Background: an optimization exercise with open tools, aiming at small area and a short achievable clock period. Do not read the settings as production practice. The RTL was checked by simulation tests, not by an equivalence proof against the original design. Power figures rest on the tool's default switching activity, not on a simulated workload.

== build 74 ==
Design array_ram_writer, start of the top module:
module array_ram_writer #(
    parameter int NUM_PORTS = 8,
    parameter int WIN_SIZE  = 25,
    parameter int DEPTH     = 200,
    parameter int AW        = 8,
    parameter int DW        = 8
) (
    input  logic                    clk,
    input  logic                    rst_n,
    input  logic [NUM_PORTS-1:0]    wr_req,
    input  logic [NUM_PORTS*AW-1:0] wr_addr,
    input  logic [NUM_PORTS*DW-1:0] wr_data,
    output logic [NUM_PORTS-1:0]    wr_ack,
    output logic [NUM_PORTS-1:0]    wr_err,
    input  logic [AW-1:0]           rd_addr,
    output logic [DW-1:0]           rd_data,
    output logic [15:0]             wr_count
);
clock: 10.0 ns
lec_check: 0
cap_margin: 20
core_margin: 2
core_utilization: 65
setup_slack_margin: 5
slew_margin: 20
run.sh (not shown) runs the stock make flow with config.mk's settings and CLKGATE_MAP_FILE= SYNTH_SCRIPT=/design/flow/synth_recipe.tcl, a recipe that flattens the netlist after the stock synthesis.
Here is what was changed in the inputs of build 72 compared with build 74.
Settings: a change of CORE_UTILIZATION from 65 to 40; a deleted SETUP_SLACK_MARGIN that had been 5.
==> flow/flow/run.sh (new file) <==
#!/bin/bash
# Standard ORFS layout with a denser core, a tighter setup target for the resizer, free
# resizing across cell footprints and plain buffers (instead of delay cells) on the ports.
set -euo pipefail
bash standard.sh \
  CORE_UTILIZATION=65 \
  SETUP_SLACK_MARGIN=7.0 \
  MATCH_CELL_FOOTPRINT=0 \
  BUFFER_PORTS_ARGS="-buffer_cell sky130_fd_sc_hd__buf_2" \
  finish > standard_make.log 2>&1
==> flow/standard.sh (new file) <==
#!/bin/bash
# synth_recipe.tcl (not shown) runs the flow's synth.tcl, then flattens the netlist and writes it again
# the make line also repeats each setting of config.mk as NAME=value (left out here)
make -C /OpenROAD-flow-scripts/flow DESIGN_CONFIG=/design/flow/config.mk WORK_HOME=/design/flow/orfs CLKGATE_MAP_FILE= SYNTH_SCRIPT=/design/flow/synth_recipe.tcl "${@:-finish}"
removed: flow/run.sh
### Flow results
Routability-driven placement congestion ratio ended up 0.080 lower on build 72 than on build 74. Worst setup path startpoint = rd_addr[1]: build 74; worst setup path startpoint = rd_addr[0]: build 72. In the metrics for build 72 and build 74, the one carrying the higher fill cell total of the finished layout is build 74. Build 72 packs its core tighter than build 74. The portion of total power attributed to combinational logic in build 72 was higher than what build 74 gave. Compared with build 74, build 72 shows a power consumption that is 0.87% higher. Re clock skew: build 72 and build 74 aren't equal, and the lower value belongs to build 72.
Inputs modified between build 72 and build 25:
diff --git a/flow/flow/run.sh b/flow/flow/run.sh
--- a/flow/flow/run.sh
+++ b/flow/flow/run.sh
@@ -3 +3 @@
-# resizing across cell footprints and plain buffers (instead of delay cells) on the ports.
+# resizing across cell footprints, larger clock-tree sink clusters and plain buffers (instead of delay cells) on the ports.
@@ -8,0 +9,2 @@
+  CTS_CLUSTER_SIZE=20 \
+  CTS_CLUSTER_DIAMETER=80 \
--- outcome ---
Build 25: done, clean on timing, DRC and antenna
Summary: with build 72 as the reference, internal power in build 25 moved down by more than 10%.
Going from build 72 to build 25, share of cell area taken by flip-flops and latches grows by 2.4 points.
First-pass GRT wire length: build 25 vs build 72 down 2.0%
As far as final max-slew violation count goes, build 25 and build 72 are indistinguishable; the numbers are identical.
Going from build 72 to build 25, count of buffers not belonging to the clock network in the layout shrinks by about 4.4%.
Taking build 25 over build 72, the total power ratio works out to 0.896.
The switching component of the power number comes out higher for build 72 vs build 25.
Build 25 vs. build 72: worst hold slack +0.019 ns, worst setup slack fell by 0.14 ns, number of clock-tree buffers in the layout fell by 74.
Inputs modified between build 25 and build 19:
==> flow/flow/run.sh <==
#!/bin/bash
# Standard ORFS layout with a denser core, a tighter setup target for the resizer and plain
# buffers (instead of delay cells) on the ports.
set -euo pipefail
bash standard.sh \
  CORE_UTILIZATION=65 \
  SETUP_SLACK_MARGIN=6.5 \
  BUFFER_PORTS_ARGS="-buffer_cell sky130_fd_sc_hd__buf_4" \
  finish > standard_make.log 2>&1
--- outcome ---
Build 19 finished end to end and its layout was clean on timing, DRC and antenna. Compared with build 25, build 19 shows final cell count higher by about 2%. When build 19 is set beside build 25, its power in the clock group turns out to be 54% larger. Final setup slack of the worst path was lower in the run labelled build 25. Build 19: share of the clock period used by the worst path 0.47 points below build 25.
Modified inputs, build 56 compared to build 19
==> flow/flow/run.sh <==
#!/bin/bash
# Standard ORFS layout with a denser core, a tighter setup target for the resizer, free
# resizing across cell footprints, larger clock-tree sink clusters driven by clkbuf_8 and plain buffers (instead of delay cells) on the ports.
set -euo pipefail
bash standard.sh \
  CORE_UTILIZATION=65 \
  SETUP_SLACK_MARGIN=7.0 \
  MATCH_CELL_FOOTPRINT=0 \
  CTS_CLUSTER_SIZE=14 \
  CTS_CLUSTER_DIAMETER=60 \
  CTS_BUF_LIST=sky130_fd_sc_hd__clkbuf_8 \
  BUFFER_PORTS_ARGS="-buffer_cell sky130_fd_sc_hd__buf_2" \
  finish > standard_make.log 2>&1
==> run summary <==
- Sequential share of layout area: build 19 and build 56 compared, lower one is build 19
- On sequential standard cell area, build 19 and build 56 are neck and neck.
- Diff build 19..build 56 | number of rows created at floorplan | unchanged
- Compared build 56 vs build 19, and ratio of routed vias to standard cells is up in build 56.
- Compared with build 19, build 56 shows a areal power density over the cells that is 23 nW/um^2 lower.
- Compared with build 19, in build 56 total via count in the routed design roughly the same; worst path setup slack after routing higher; number of non-clock buffers in the layout higher; upper clock frequency limit higher; total power of the final layout lower.

---

The RTL this note starts from:
==> flow/design.v <==
module array_ram_writer #(
    parameter int NUM_PORTS = 8,
    parameter int WIN_SIZE  = 25,
    parameter int DEPTH     = 200,
    parameter int AW        = 8,
    parameter int DW        = 8
) (
    input  logic                    clk,
    input  logic                    rst_n,
    input  logic [NUM_PORTS-1:0]    wr_req,
    input  logic [NUM_PORTS*AW-1:0] wr_addr,
    input  logic [NUM_PORTS*DW-1:0] wr_data,
    output logic [NUM_PORTS-1:0]    wr_ack,
    output logic [NUM_PORTS-1:0]    wr_err,
    input  logic [AW-1:0]           rd_addr,
    output logic [DW-1:0]           rd_data,
    output logic [15:0]             wr_count
);
    localparam int PW = (NUM_PORTS > 1) ? $clog2(NUM_PORTS) : 1;
    localparam int LW = $clog2(WIN_SIZE);
    logic [DW-1:0]        mem [DEPTH];
    logic [NUM_PORTS-1:0] elig, gnt, err, hi_mask, gnt_hi, gnt_lo;
    logic [NUM_PORTS-1:0] wr_ack_q, wr_err_q;
    logic [PW-1:0]        rr_ptr_q, rr_ptr_d;
    logic                 mem_we;
    logic [DW-1:0]        rd_data_q, rd_data_d;
    logic [15:0]          wr_count_q;
    logic                 pend_we_q;
    logic [LW-1:0]        pend_loc_q, gnt_loc;
    logic [DW-1:0]        pend_data_q, gnt_data;
    logic [PW-1:0]        pend_port_q, gnt_port;
    logic [AW-1:0]        pend_abs;
    assign elig = wr_req & ~wr_ack_q;
    always_comb begin
        for (int i = 0; i < NUM_PORTS; i++) hi_mask[i] = (PW'(i) >= rr_ptr_q);
        for (int i = 0; i < NUM_PORTS; i++) begin
            gnt_hi[i] = elig[i] & hi_mask[i];
            gnt_lo[i] = elig[i];
            for (int j = 0; j < i; j++) begin
                gnt_hi[i] = gnt_hi[i] & ~(elig[j] & hi_mask[j]);
                gnt_lo[i] = gnt_lo[i] & ~elig[j];
            end
        end
        gnt = (|(elig & hi_mask)) ? gnt_hi : gnt_lo;
    end
    always_comb begin
        rr_ptr_d = rr_ptr_q;
        for (int i = 0; i < NUM_PORTS; i++)
            if (gnt[i]) rr_ptr_d = (i == NUM_PORTS - 1) ? '0 : PW'(i + 1);
    end
    always_comb begin
        gnt_loc  = '0;
        gnt_data = '0;
        for (int p = 0; p < NUM_PORTS; p++) begin
            err[p]   = (wr_addr[AW*p +: AW] >= AW'(WIN_SIZE));
            gnt_loc  = gnt_loc  | ({LW{gnt[p]}} & wr_addr[AW*p +: LW]);
            gnt_data = gnt_data | ({DW{gnt[p]}} & wr_data[DW*p +: DW]);
        end
        mem_we = |(gnt & ~err);
        gnt_port = '0;
        for (int p = 0; p < NUM_PORTS; p++)
            if (gnt[p]) gnt_port = gnt_port | PW'(p);
    end
    always_ff @(posedge clk) begin
        pend_we_q   <= rst_n && mem_we;
        pend_loc_q  <= gnt_loc;
        pend_data_q <= gnt_data;
        pend_port_q <= gnt_port;
    end
    assign pend_abs = AW'(WIN_SIZE) * AW'(pend_port_q) + AW'(pend_loc_q);
    genvar gp, gi;
    generate
        for (gp = 0; gp < NUM_PORTS; gp++) begin : g_port
            for (gi = 0; gi < WIN_SIZE; gi++) begin : g_byte
                always_ff @(posedge clk) begin
                    if (pend_we_q && (pend_port_q == PW'(gp)) && (pend_loc_q == LW'(gi)))
                        mem[WIN_SIZE*gp + gi] <= pend_data_q;
                end
            end
        end
    endgenerate
    logic [DW-1:0] rd_l1 [50];
    logic [DW-1:0] rd_l2 [13];
    logic [DW-1:0] rd_l3 [4];
    logic [DW-1:0] rd_arr;
    logic          rd_valid, rd_hit;
    always_comb begin
        for (int j = 0; j < 50; j++) begin
            case (rd_addr[1:0])
                2'd0: rd_l1[j] = mem[4*j];
                2'd1: rd_l1[j] = mem[4*j+1];
                2'd2: rd_l1[j] = mem[4*j+2];
                default: rd_l1[j] = mem[4*j+3];
            endcase
        end
        for (int j = 0; j < 12; j++) begin
            case (rd_addr[3:2])
                2'd0: rd_l2[j] = rd_l1[4*j];
                2'd1: rd_l2[j] = rd_l1[4*j+1];
                2'd2: rd_l2[j] = rd_l1[4*j+2];
                default: rd_l2[j] = rd_l1[4*j+3];
            endcase
        end
        rd_l2[12] = rd_addr[2] ? rd_l1[49] : rd_l1[48];
        for (int j = 0; j < 3; j++) begin
            case (rd_addr[5:4])
                2'd0: rd_l3[j] = rd_l2[4*j];
                2'd1: rd_l3[j] = rd_l2[4*j+1];
                2'd2: rd_l3[j] = rd_l2[4*j+2];
                default: rd_l3[j] = rd_l2[4*j+3];
            endcase
        end
        rd_l3[3] = rd_l2[12];
        case (rd_addr[7:6])
            2'd0: rd_arr = rd_l3[0];
            2'd1: rd_arr = rd_l3[1];
            2'd2: rd_arr = rd_l3[2];
            default: rd_arr = rd_l3[3];
        endcase
        rd_valid = (rd_addr < AW'(DEPTH));
        rd_hit    = pend_we_q && (rd_addr == pend_abs);
        rd_data_d = rd_hit ? pend_data_q : (rd_arr & {DW{rd_valid}});
    end
    always_ff @(posedge clk or negedge rst_n) begin
        if (!rst_n) begin
            rr_ptr_q   <= '0;
            wr_ack_q   <= '0;
            wr_err_q   <= '0;
            rd_data_q  <= '0;
            wr_count_q <= '0;
        end else begin
            rr_ptr_q   <= rr_ptr_d;
            wr_ack_q   <= gnt;
            wr_err_q   <= gnt & err;
            rd_data_q  <= rd_data_d;
            if (mem_we && (wr_count_q != 16'hFFFF)) wr_count_q <= wr_count_q + 16'd1;
        end
    end
    assign wr_ack   = wr_ack_q;
    assign wr_err   = wr_err_q;
    assign rd_data  = rd_data_q;
    assign wr_count = wr_count_q;
endmodule
Settings: LEC_CHECK=0, CAP_MARGIN=20, CORE_MARGIN=2, CORE_UTILIZATION=40, SLEW_MARGIN=20; clock period 10.0 ns.
standard.sh (not shown) runs the stock make flow with config.mk's settings and CLKGATE_MAP_FILE= SYNTH_SCRIPT=/design/flow/synth_recipe.tcl, a recipe that flattens the netlist after the stock synthesis.
==> flow/flow/run.sh <==
#!/bin/bash
# Standard ORFS layout with a denser core, a tighter setup target for the resizer, free
# resizing across cell footprints, larger clock-tree sink clusters driven by clkbuf_8 and plain buffers (instead of delay cells) on the ports.
set -euo pipefail
bash standard.sh \
  CORE_UTILIZATION=55 \
  SETUP_SLACK_MARGIN=7.0 \
  MATCH_CELL_FOOTPRINT=0 \
  CTS_CLUSTER_SIZE=14 \
  CTS_CLUSTER_DIAMETER=60 \
  CTS_BUF_LIST=sky130_fd_sc_hd__clkbuf_8 \
  BUFFER_PORTS_ARGS="-buffer_cell sky130_fd_sc_hd__buf_2" \
  finish > standard_make.log 2>&1
The first run produced a clean layout.
Next try:
--- a/flow/flow/run.sh
+++ b/flow/flow/run.sh
@@ -6 +6 @@
-  CORE_UTILIZATION=55 \
+  CORE_UTILIZATION=65 \
Count of clock-buffer cells in the layout decreases by 1.
Global-route usage came out higher by 4.9 points.
Clock power came out higher by about 3%.
Cell count goes down by 3.6%.
Clock skew decreases by 12 ps.
Worst setup slack is better by 200 ps.
Non-clock buffer count went up by 31.
Critical path depth climbs by 1.
Via count came out higher by 2.2%.
Next try:
--- a/flow/flow/run.sh
+++ b/flow/flow/run.sh
@@ -7 +7 @@
-  SETUP_SLACK_MARGIN=7.0 \
+  SETUP_SLACK_MARGIN=7.5 \
Utilization went up by 1.4 points.
Worst hold slack is better by 8.1 ps.
Setup slack got worse by 11 ps.
Via count grows by 1.4%.
Total power increases by 2.2%.
Global-route usage rose by 0.56 points.
Sequential share of layout area came out lower by 1.2 points.
Non-clock buffer count came out higher by 46.
Cell area grows by 1.9%.
Routed wire length climbs by 1.8%.
Flip-flop and latch count stays the same.

==> static timing again, ports no longer ideal <==
The results above use ideal ports. As a check the final layouts listed here were re-extracted and re-timed, cells and wires unchanged.
Step 1: set_driving_cell puts a clkbuf_16 on clk and a buf_2 on each other input, an assumption about the parent block.
Step 2 adds t to the input delays and takes it off the output delays; t is the mean of the earliest and latest rising clock arrival at the registers after step 1. Input paths then give back, and output paths get back, about the clock's delay inside the block.
a / b / c = no drivers / after step 1 / after step 2; a / b = the first two.
run	t, ns	setup slack, ns	worst hold slack (ns)	slew at the worst register clock pin (ns)
build 74	0.839	5.069 / 5.100 / 4.261	0.501 / 0.501 / 0.501	0.07 / 0.07
build 72	0.847	6.227 / 5.874 / 5.027	0.534 / 0.534 / 0.534	0.07 / 0.07
build 25	0.777	6.084 / 5.824 / 5.047	0.553 / 0.553 / 0.553	0.09 / 0.09
build 19	0.855	6.131 / 5.984 / 5.129	0.503 / 0.503 / 0.503	0.07 / 0.07
build 56	0.930	6.238 / 5.975 / 5.045	0.551 / 0.551 / 0.551	0.10 / 0.10
the first run of note 2	0.922	6.216 / 5.805 / 4.883	0.530 / 0.530 / 0.530	0.10 / 0.10
the second run of note 2	0.951	6.414 / 6.056 / 5.105	0.586 / 0.586 / 0.586	0.10 / 0.10
the third run of note 2	0.960	6.403 / 6.005 / 5.045	0.594 / 0.594 / 0.594	0.11 / 0.11
After both steps setup and hold are still met in every run listed. For the third run of note 2, which loses most, drivers alone change the setup slack by -0.398 ns; drivers and shift together by -1.358 ns.
